This is an optimization exercise on Yosys and OpenROAD, whose aim is small area, not a production implementation. In this exercise RTL edits were held to simulation tests only and were not proved equivalent to the original. Power figures rest on the tool's default switching activity, not on a simulated workload.

==> design.v <==
`default_nettype none
package video_pkg;
	localparam logic [1:0] NONE  = 2'd0;
	localparam logic [1:0] RED   = 2'd1;
	localparam logic [1:0] GREEN = 2'd2;
	localparam logic [1:0] BLUE  = 2'd3;
	localparam logic [3:0] VIDEO_PKT_TYPE = 4'h0;
	localparam logic [23:0] HIGHLIGHT_RED   = 24'hff0000;
	localparam logic [23:0] HIGHLIGHT_GREEN = 24'h00ff00;
	localparam logic [23:0] HIGHLIGHT_BLUE  = 24'h0000ff;
endpackage
`default_nettype wire
`default_nettype none
package regs_pkg;
	localparam logic [7:0] ADDR_CTRL      = 8'h00;
	localparam logic [7:0] ADDR_STATUS    = 8'h04;   
	localparam logic [7:0] ADDR_ID        = 8'h08;   
	localparam logic [7:0] ADDR_COL_RED   = 8'h0C;
	localparam logic [7:0] ADDR_COL_GREEN = 8'h10;
	localparam logic [7:0] ADDR_COL_BLUE  = 8'h14;
	localparam logic [7:0] ADDR_BOX_RED   = 8'h18;   
	localparam logic [7:0] ADDR_BOX_GREEN = 8'h1C;
	localparam logic [7:0] ADDR_BOX_BLUE  = 8'h20;
	localparam logic [31:0] IP_ID = 32'h1234EEE2;
	localparam logic [23:0] BOX_COL_RED_DEF   = 24'hFF0000;
	localparam logic [23:0] BOX_COL_GREEN_DEF = 24'h00FF00;
	localparam logic [23:0] BOX_COL_BLUE_DEF  = 24'h0000FF;
endpackage
`default_nettype wire
`default_nettype none
module stream_reg (
	input  logic        clk,
	input  logic        reset_n,
	input  logic        valid_i,
	input  logic [25:0] data_i,
	output logic        ready_o,
	output logic        valid_o,
	output logic [25:0] data_o,
	input  logic        ready_i
);
	assign ready_o = ~valid_o | ready_i;
	always_ff @(posedge clk) begin
		if (!reset_n) begin
			valid_o <= 1'b0;
		end else if (ready_o) begin
			valid_o <= valid_i;
		end
	end
	always_ff @(posedge clk) begin
		if (ready_o) begin
			data_o <= data_i;
		end
	end
endmodule
`default_nettype wire
`default_nettype none
module frame_tracker #(
	parameter int IMAGE_W = 640
) (
	input  logic        clk,
	input  logic        reset_n,
	input  logic        fire_i,
	input  logic [25:0] beat_i,
	output logic [10:0] pixel_x_o,
	output logic        is_video_o
);
	logic       sop;
	logic [3:0] packet_type;
	assign sop         = beat_i[1];
	assign packet_type = beat_i[5:2];
	always_ff @(posedge clk) begin
		if (!reset_n) begin
			pixel_x_o  <= '0;
			is_video_o <= 1'b0;
		end else if (fire_i) begin
			if (sop) begin
				pixel_x_o  <= '0;
				is_video_o <= (packet_type == video_pkg::VIDEO_PKT_TYPE);
			end else if (pixel_x_o == 11'(IMAGE_W - 1)) begin
				pixel_x_o <= '0;   
			end else begin
				pixel_x_o <= pixel_x_o + 11'd1;
			end
		end
	end
endmodule
`default_nettype wire
`default_nettype none
module colour_classifier #(
	parameter int RUN_LEN = 5
) (
	input  logic        clk,
	input  logic        reset_n,
	input  logic        fire_i,
	input  logic [25:0] beat_i,
	output logic [1:0]  colour_o
);
	logic [8:0]           r, g, b;   
	logic [1:0]           raw;
	logic [2*RUN_LEN-1:0] hist;      
	logic                 run_ok;
	assign r = {1'b0, beat_i[25:18]};
	assign g = {1'b0, beat_i[17:10]};
	assign b = {1'b0, beat_i[9:2]};
	always_comb begin
		if (r > g + 9'd30 && r > b + 9'd30) begin
			raw = video_pkg::RED;
		end else if (g > b + 9'd10 && g > r + 9'd30) begin
			raw = video_pkg::GREEN;
		end else if (b + 9'd20 > g && b > r) begin
			raw = video_pkg::BLUE;
		end else begin
			raw = video_pkg::NONE;
		end
	end
	always_comb begin
		run_ok = 1'b1;
		for (int i = 0; i < RUN_LEN; i++) begin
			if (hist[2*i +: 2] != raw) run_ok = 1'b0;
		end
	end
	assign colour_o = run_ok ? raw : video_pkg::NONE;   
	always_ff @(posedge clk) begin
		if (!reset_n) begin
			hist <= '0;   
		end else if (fire_i) begin
			if (beat_i[1]) begin
				hist <= '0;   
			end else begin
				hist <= {hist[2*RUN_LEN-3:0], raw};
			end
		end
	end
endmodule
`default_nettype wire
`default_nettype none
module box_tracker #(
	parameter int IMAGE_W = 640
) (
	input  logic        clk,
	input  logic        reset_n,
	input  logic        fire_i,
	input  logic [25:0] beat_i,
	input  logic [10:0] pixel_x_i,
	input  logic        is_video_i,
	input  logic [1:0]  colour_i,
	output logic [68:0] boxes_o,        
	output logic        frame_done_o
);
	localparam logic [10:0] X_LAST = 11'(IMAGE_W - 1);
	logic [32:0] run_min, run_max;
	logic [32:0] min_nxt, max_nxt;
	logic [2:0]  run_hit, hit_nxt, match;
	logic        sop, eop;
	assign sop = beat_i[1];
	assign eop = beat_i[0];
	always_comb begin
		for (int c = 1; c <= 3; c++) begin
			match[c-1]           = !sop && (colour_i == 2'(c));
			min_nxt[(c-1)*11 +: 11] = (match[c-1] && pixel_x_i < run_min[(c-1)*11 +: 11]) ? pixel_x_i : run_min[(c-1)*11 +: 11];
			max_nxt[(c-1)*11 +: 11] = (match[c-1] && pixel_x_i > run_max[(c-1)*11 +: 11]) ? pixel_x_i : run_max[(c-1)*11 +: 11];
			hit_nxt[c-1]         = run_hit[c-1] | match[c-1];
		end
	end
	always_ff @(posedge clk) begin
		if (!reset_n) begin
			boxes_o      <= '0;
			frame_done_o <= 1'b0;
			run_hit      <= '0;
			run_min      <= {3{X_LAST}};
			run_max      <= '0;
		end else begin
			frame_done_o <= 1'b0;
			if (fire_i) begin
				if (sop || (eop && is_video_i)) begin
					run_hit <= '0;
					run_min <= {3{X_LAST}};
					run_max <= '0;
				end else begin
					run_min <= min_nxt;
					run_max <= max_nxt;
					run_hit <= hit_nxt;
				end
				if (!sop && eop && is_video_i) begin   
					frame_done_o <= 1'b1;
					for (int c = 1; c <= 3; c++) begin
						boxes_o[(c-1)*23 +: 23] <= {hit_nxt[c-1], min_nxt[(c-1)*11 +: 11], max_nxt[(c-1)*11 +: 11]};
					end
				end
			end
		end
	end
endmodule
`default_nettype wire
`default_nettype none
module overlay_mixer (
	input  logic [25:0] beat_i,
	input  logic [10:0] pixel_x_i,
	input  logic        is_video_i,
	input  logic [1:0]  colour_i,
	input  logic [68:0] boxes_i,        
	input  logic        overlay_en_i,
	input  logic [71:0] box_col_i,      
	output logic [25:0] beat_o
);
	logic [23:0] pix;
	logic [23:0] new_pix;
	logic [7:0]  grey;
	logic [1:0]  box_sel;
	logic [22:0] bx;
	assign pix  = beat_i[25:2];
	assign grey = {1'b0, pix[15:9]} + {2'b0, pix[23:18]} + {2'b0, pix[7:2]};
	always_comb begin
		box_sel = video_pkg::NONE;
		for (int c = 3; c >= 1; c--) begin   
			bx = boxes_i[(c-1)*23 +: 23];
			if (bx[22] && (bx[21:11] == pixel_x_i || bx[10:0] == pixel_x_i))
				box_sel = 2'(c);
		end
		case (box_sel)
			video_pkg::RED:   new_pix = box_col_i[23:0];    
			video_pkg::GREEN: new_pix = box_col_i[47:24];
			video_pkg::BLUE:  new_pix = box_col_i[71:48];
			default: begin
				case (colour_i)
					video_pkg::RED:   new_pix = video_pkg::HIGHLIGHT_RED;
					video_pkg::GREEN: new_pix = video_pkg::HIGHLIGHT_GREEN;
					video_pkg::BLUE:  new_pix = video_pkg::HIGHLIGHT_BLUE;
					default:          new_pix = {grey, grey, grey};
				endcase
			end
		endcase
		beat_o = beat_i;
		if (overlay_en_i && !beat_i[1] && is_video_i) beat_o[25:2] = new_pix;   
	end
endmodule
`default_nettype wire
`default_nettype none
module apb_regs (
	input  logic        clk,
	input  logic        reset_n,
	input  logic        psel_i,
	input  logic        penable_i,
	input  logic        pwrite_i,
	input  logic [7:0]  paddr_i,
	input  logic [31:0] pwdata_i,
	output logic [31:0] prdata_o,
	output logic        pready_o,
	output logic        pslverr_o,
	input  logic [68:0] boxes_i,        
	input  logic        frame_done_i,
	output logic        overlay_en_o,
	output logic [71:0] box_col_o       
);
	logic        access, known, read_only, slverr, wr_ok;
	logic [31:0] rdata;
	logic [15:0] frame_cnt;
	function automatic logic [31:0] box_word(input logic [22:0] bx);
		box_word = {bx[22], 4'b0, bx[21:11], 5'b0, bx[10:0]};
	endfunction
	assign access = psel_i & penable_i;
	always_comb begin
		rdata     = '0;
		known     = 1'b1;
		read_only = 1'b0;
		case (paddr_i)
			regs_pkg::ADDR_CTRL:      rdata = {31'b0, overlay_en_o};
			regs_pkg::ADDR_STATUS:    begin rdata = {16'b0, frame_cnt}; read_only = 1'b1; end
			regs_pkg::ADDR_ID:        begin rdata = regs_pkg::IP_ID; read_only = 1'b1; end
			regs_pkg::ADDR_COL_RED:   rdata = {8'b0, box_col_o[23:0]};
			regs_pkg::ADDR_COL_GREEN: rdata = {8'b0, box_col_o[47:24]};
			regs_pkg::ADDR_COL_BLUE:  rdata = {8'b0, box_col_o[71:48]};
			regs_pkg::ADDR_BOX_RED:   begin rdata = box_word(boxes_i[22:0]); read_only = 1'b1; end
			regs_pkg::ADDR_BOX_GREEN: begin rdata = box_word(boxes_i[45:23]); read_only = 1'b1; end
			regs_pkg::ADDR_BOX_BLUE:  begin rdata = box_word(boxes_i[68:46]); read_only = 1'b1; end
			default:                  known = 1'b0;
		endcase
	end
	assign slverr    = access & (~known | (pwrite_i & read_only));
	assign wr_ok     = access & pwrite_i & ~slverr;
	assign prdata_o  = rdata;
	assign pready_o  = 1'b1;   
	assign pslverr_o = slverr;
	always_ff @(posedge clk) begin
		if (!reset_n) begin
			overlay_en_o      <= 1'b0;
			box_col_o[23:0]   <= regs_pkg::BOX_COL_RED_DEF;
			box_col_o[47:24]  <= regs_pkg::BOX_COL_GREEN_DEF;
			box_col_o[71:48]  <= regs_pkg::BOX_COL_BLUE_DEF;
			frame_cnt         <= '0;
		end else begin
			if (frame_done_i) frame_cnt <= frame_cnt + 16'd1;
			if (wr_ok) begin
				case (paddr_i)
					regs_pkg::ADDR_CTRL:      overlay_en_o     <= pwdata_i[0];
					regs_pkg::ADDR_COL_RED:   box_col_o[23:0]  <= pwdata_i[23:0];
					regs_pkg::ADDR_COL_GREEN: box_col_o[47:24] <= pwdata_i[23:0];
					regs_pkg::ADDR_COL_BLUE:  box_col_o[71:48] <= pwdata_i[23:0];
					default:                  ;   
				endcase
			end
		end
	end
endmodule
`default_nettype wire
`default_nettype none
module imgproc_top
#(
	parameter int IMAGE_W = 640,
	parameter int RUN_LEN = 5
) (
	input  logic         clk,
	input  logic         reset_n,
	input  logic [23:0]  sink_data_i,
	input  logic         sink_sop_i,
	input  logic         sink_eop_i,
	input  logic         sink_valid_i,
	output logic         sink_ready_o,
	output logic [23:0]  source_data_o,
	output logic         source_sop_o,
	output logic         source_eop_o,
	output logic         source_valid_o,
	input  logic         source_ready_i,
	input  logic         apb_psel_i,
	input  logic         apb_penable_i,
	input  logic         apb_pwrite_i,
	input  logic [7:0]   apb_paddr_i,
	input  logic [31:0]  apb_pwdata_i,
	output logic [31:0]  apb_prdata_o,
	output logic         apb_pready_o,
	output logic         apb_pslverr_o
);
	logic [25:0] sink_beat_i, source_beat_o;   
	logic [25:0] in_beat, mix_beat;
	logic        in_valid, out_ready, fire;
	logic [10:0] pixel_x;
	logic        is_video, frame_done, overlay_en;
	logic [1:0]  colour;
	logic [68:0] boxes;     
	logic [71:0] box_col;   
	assign sink_beat_i   = {sink_data_i, sink_sop_i, sink_eop_i};
	assign source_data_o = source_beat_o[25:2];
	assign source_sop_o  = source_beat_o[1];
	assign source_eop_o  = source_beat_o[0];
	assign fire = in_valid & out_ready;   
	stream_reg in_stage (
		.clk, .reset_n,
		.valid_i(sink_valid_i), .data_i(sink_beat_i), .ready_o(sink_ready_o),
		.valid_o(in_valid), .data_o(in_beat), .ready_i(out_ready)
	);
	frame_tracker #(.IMAGE_W(IMAGE_W)) i_frame_tracker (
		.clk, .reset_n, .fire_i(fire), .beat_i(in_beat),
		.pixel_x_o(pixel_x), .is_video_o(is_video)
	);
	colour_classifier #(.RUN_LEN(RUN_LEN)) i_colour_classifier (
		.clk, .reset_n, .fire_i(fire), .beat_i(in_beat), .colour_o(colour)
	);
	box_tracker #(.IMAGE_W(IMAGE_W)) i_box_tracker (
		.clk, .reset_n, .fire_i(fire), .beat_i(in_beat),
		.pixel_x_i(pixel_x), .is_video_i(is_video), .colour_i(colour),
		.boxes_o(boxes), .frame_done_o(frame_done)
	);
	overlay_mixer i_overlay_mixer (
		.beat_i(in_beat), .pixel_x_i(pixel_x), .is_video_i(is_video),
		.colour_i(colour), .boxes_i(boxes), .overlay_en_i(overlay_en),
		.box_col_i(box_col), .beat_o(mix_beat)
	);
	stream_reg out_stage (
		.clk, .reset_n,
		.valid_i(in_valid), .data_i(mix_beat), .ready_o(out_ready),
		.valid_o(source_valid_o), .data_o(source_beat_o), .ready_i(source_ready_i)
	);
	apb_regs i_apb_regs (
		.clk, .reset_n,
		.psel_i(apb_psel_i), .penable_i(apb_penable_i), .pwrite_i(apb_pwrite_i),
		.paddr_i(apb_paddr_i), .pwdata_i(apb_pwdata_i),
		.prdata_o(apb_prdata_o), .pready_o(apb_pready_o), .pslverr_o(apb_pslverr_o),
		.boxes_i(boxes), .frame_done_i(frame_done),
		.overlay_en_o(overlay_en), .box_col_o(box_col)
	);
endmodule
`default_nettype wire
==> run.sh <==
#!/bin/bash
# synth_recipe.tcl (not shown) runs the flow's synth.tcl, then flattens the netlist and writes it again
# the make line also repeats each setting of config.mk as NAME=value (left out here)
make -C /OpenROAD-flow-scripts/flow DESIGN_CONFIG=/design/flow/config.mk WORK_HOME=/design/flow/orfs CLKGATE_MAP_FILE= SYNTH_SCRIPT=/design/flow/synth_recipe.tcl finish
==> config.mk <==
export PLATFORM = sky130hd
export DESIGN_NAME = imgproc_top
export DESIGN_NICKNAME = imgproc_top
export VERILOG_FILES = /design/flow/design.v
export SDC_FILE = /design/flow/constraint.sdc
export NUM_CORES = 4
export LEC_CHECK = 0
export CAP_MARGIN = 20
export CORE_MARGIN = 2
export CORE_UTILIZATION = 40
export SLEW_MARGIN = 20
==> constraint.sdc <==
create_clock -name core_clock -period 5.0 [get_ports {clk}]
set_input_delay 1.0000 -clock core_clock [delete_from_list [all_inputs] [get_ports {clk}]]
set_output_delay 1.0000 -clock core_clock [all_outputs]
set_load 0.01 [all_outputs]
==> summary.txt <==
status complete, no violations; fin crit period 4490 ps; setup TNS 0 ps; CP startpoint apb_paddr_i[1]; post-synth top area cell dfxtp_1; DR WL/cell 21.8 um; clock share of power 45.5%; DRT Pass-1 Iters 6; share of layout cells above drive strength 1 6.99%; Syn-to-layout area delta 17.2%; CTS Hold Bufs 0; CTS sink cnt 304; Power per Cell Area 277 nW/um2; Netlist cell types 74; CP arrival 3490 ps; initial antenna violation count 0; final hold viol count 0; Rel. slew slack 24.6%; top cell type's share of synthesized area 28.7%; worst hold start i_apb_regs.box_col_o[26]; top cells by count, synth 263 x nand2_1, 252 x dfxtp_1, 181 x a21oi_1; core region area 43200 um2; fillcell total 4187; first-pass GRT wire length 90000 um; die area 45600 um2; max cap viols 0; CTS Buf Count 36; Critical Path Max Stage Delay 620 ps; register area share after synthesis 37.6%; post-synthesis register bit count 304; Crit Path Class in -> out; worst-path cell chain clkdlybuf4s50_1, nor2_1, nand2_1, nor4_2, buf_4, a22oi_1, nand3_1, clkdlybuf4s50_1; Critical Path RT 4000 ps; initial drt markers 1405; part of the power in registers 44.9%; Pins Over Slew Limit 0; cell repeated most along the worst path clkdlybuf4s50_1; Residual DRC 0; clock latency on the worst-skew pair 540 ps; Post-synth EDFFs 52; type of the worst min-delay path reg -> reg; M1 WL 26100 um; largest net degree at the start of global routing 97; ys async rst share 0%; net total in the final layout 2327; Total Wirelength 59600 um; hpwl dp 41000 um; Area after DPL 19400 um2; CP delay by family, top buffers and inverters; Initial Utilization 40.7%; switching share of power 25.3%; Peak Freq 0.223 GHz; Final Setup Violations 0; Clock transition at path regs 60 ps; Crit-path slowest cell clkdlybuf4s50_1; Logic pwr share 9.6%; CP Launch Type input port; Routed met2 length 26900 um; Met3 Routed Length 4580 um; final worst-path cycle share 89.7%; PortBufs 122; Ports 135; Mapped Area 17600 um2; RSZ-0062 raised after global routing no; ANT cells 0; worst slew pin tran 1130 ps; post-route cell area 20600 um2; vias per inst 5.83; VDD IR max 212 uV; Post-Syn Instances 2040; Die Width 214 um; CTS H-tree lvls 2; Ys Warns 6; synth top area cells dfxtp_1 29%, ha_1 9.0%, edfxtp_1 8.9%; global route overflow 0; fin cells 2732; P_leak 8.27 nW; number of setup buffers added after CTS 0; Setup Skew 17.7 ps; switching power total 1.44 mW; number of global-route vias before repair 15292; placed cell count 2666; crit-path max FO 23; Main synth FF type dfxtp_1; Final Wtd Congestion 0.928; most numerous cell in the Yosys netlist nand2_1; post-CTS sizing 0; top layer in use met4; Root Buffer clkbuf_16; WP buf/inv 3; cell internal pwr 4.27 mW; CTS tree built; Routed Antenna Nets 0; row cnt 76; Post-Syn Area per Cell 8.61 um2; Tot GR Track Use 25.7%; via count 15917; r2r startpoint in_stage.data_o[21]; clk buf depth 3; critical path endpoint category output pin; Die Span Y 214 um
## layout by cell type (no fill, tap or decap), types with 6 or more instances in the layout
cell,netlist,final
clkdlybuf4s50_1,0,121
nand2_1,263,263
xnor2_1,93,93
a221oi_1,12,12
a31oi_1,18,18
a32o_1,14,14
a2bb2oi_1,6,6
a32oi_1,11,11
a21o_1,22,22
o22ai_1,19,19
nand3_1,78,78
o21a_1,10,10
o32ai_1,17,17
xor2_1,21,21
nand2b_1,6,6
o21ai_0,112,112
dfxtp_1,252,252
clkbuf_16,0,36
ha_1,126,126
o32a_1,8,8
a21oi_1,181,181
nor2b_1,9,9
a211oi_1,13,13
nand4_1,38,38
nor2_1,117,112
and3_1,24,24
o211ai_1,12,12
inv_1,104,104
nor3_1,22,20
edfxtp_1,52,52
a22o_1,14,14
a22oi_1,44,44
fa_1,7,7
a222oi_1,17,17
buf_4,7,64
clkbuf_1,97,10
clkbuf_8,0,8
nor4_1,8,6
mux2i_1,79,79
## metal layers
metal | vias to the layer above | GRT usage, %
li1 | 7502 | -
met1 | 7616 | 34.9
met5 | - | 0
met4 | 0 | 9.17
met2 | 676 | 41.4
met3 | 123 | 4.09
## final cells by class
cell class / instances / area (um2) / area share (%)
Clock buffer: 55 / 1050 / 5.11
Clock inverter: 9 / 90.1 / 0.437
Inverter: 106 / 399 / 1.94
Multi-Input combinational cell: 1485 / 9980 / 48.4
Sequential cell: 304 / 6610 / 32.1
Tap cell: 585 / 732 / 3.55
Timing Repair Buffer: 188 / 1740 / 8.45
## final timing paths
kind / endpoint / slack, ps / cells past startpoint
max: apb_prdata_o[19] / 510 / 8
min: i_apb_regs.box_col_o[26] / 470 / 2
max reg2reg: i_box_tracker.run_min[26] / 620 / 13
min reg2reg: i_apb_regs.box_col_o[26] / 470 / 2
## flip-flops by register name, indices dropped and copies added, names as in the netlist, 3 cells and up
register / flops
i_apb_regs.box_col_o: 72
i_apb_regs.frame_cnt: 16
i_box_tracker.boxes_o: 69
i_box_tracker.run_hit: 3
i_box_tracker.run_max: 33
i_box_tracker.run_min: 33
i_colour_classifier.hist: 10
i_frame_tracker.pixel_x_o: 11
in_stage.data_o: 26
out_stage.data_o: 26
## logic make-up after synthesis
family,share of synthesized area (%)
buffers and inverters,6.00
AOI/OAI and AO/OA,20.4
DFF,37.6
muxes,4.56
xor gates and xnor gates,5.68
adders and majority gates,9.77
and+or+nand+nor,16.0
other,0.0427
## stage by stage
stage / setup WS [ps] / power, mW / util (%) / hold slack [ps]
2_1_floorplan: 1380 / 2.93 / - / 433
3_3_place_gp: 605 / 3.15 / 45.0 / 449
3_5_place_dp: 571 / 3.16 / 45.0 / 460
4_1_cts: 572 / 5.75 / 47.6 / 469
5_1_grt: 383 / 5.90 / 47.7 / 491
6_report: 513 / 5.71 / 47.7 / 468
## worst register-to-register path: cells and delay by family (launching register included)
kind                       cells  cell delay (ps)
adders and majority gates      1              260
DFF                            1              590
and+or+nand+nor                8             2390
xor gates and xnor gates       1              140
AOI/OAI and AO/OA              3              930
## power by group through the flow
stage	combinational, mW	sequential (mW)	clock [mW]
after CTS	0.544	2.57	2.64
after global placement	0.531	2.62	0
after global routing	0.599	2.57	2.73
final	0.547	2.57	2.60
after floorplan	0.329	2.61	0
after detailed placement	0.540	2.62	0

[port drivers added, routing unchanged]
In the flow no input, the clock included, has a driving cell. The finished layout below was timed again as built, in two steps.
Step 1: set_driving_cell puts a clkbuf_16 on clk and a buf_2 on each other input, an assumption about the parent block.
Step 2 times the ports against the registers' clock, not the clock port: input delays grow and output delays shrink by t, the midpoint of the rising clock arrivals with the driver on.
Slacks: ideal / step 1 / step 2; pairs: ideal / step 1.
t, ns: 0.585
setup slack, ns: 0.513 / 0.487 / 0.487
worst hold slack (ns): 0.468 / 0.468 / 0.468
worst setup path after step 2: input to output
cell pins on the clock port's net: 1
After both steps this run still meets setup and hold. For this run, drivers alone change the setup slack by -0.026 ns; drivers and shift together by -0.026 ns.
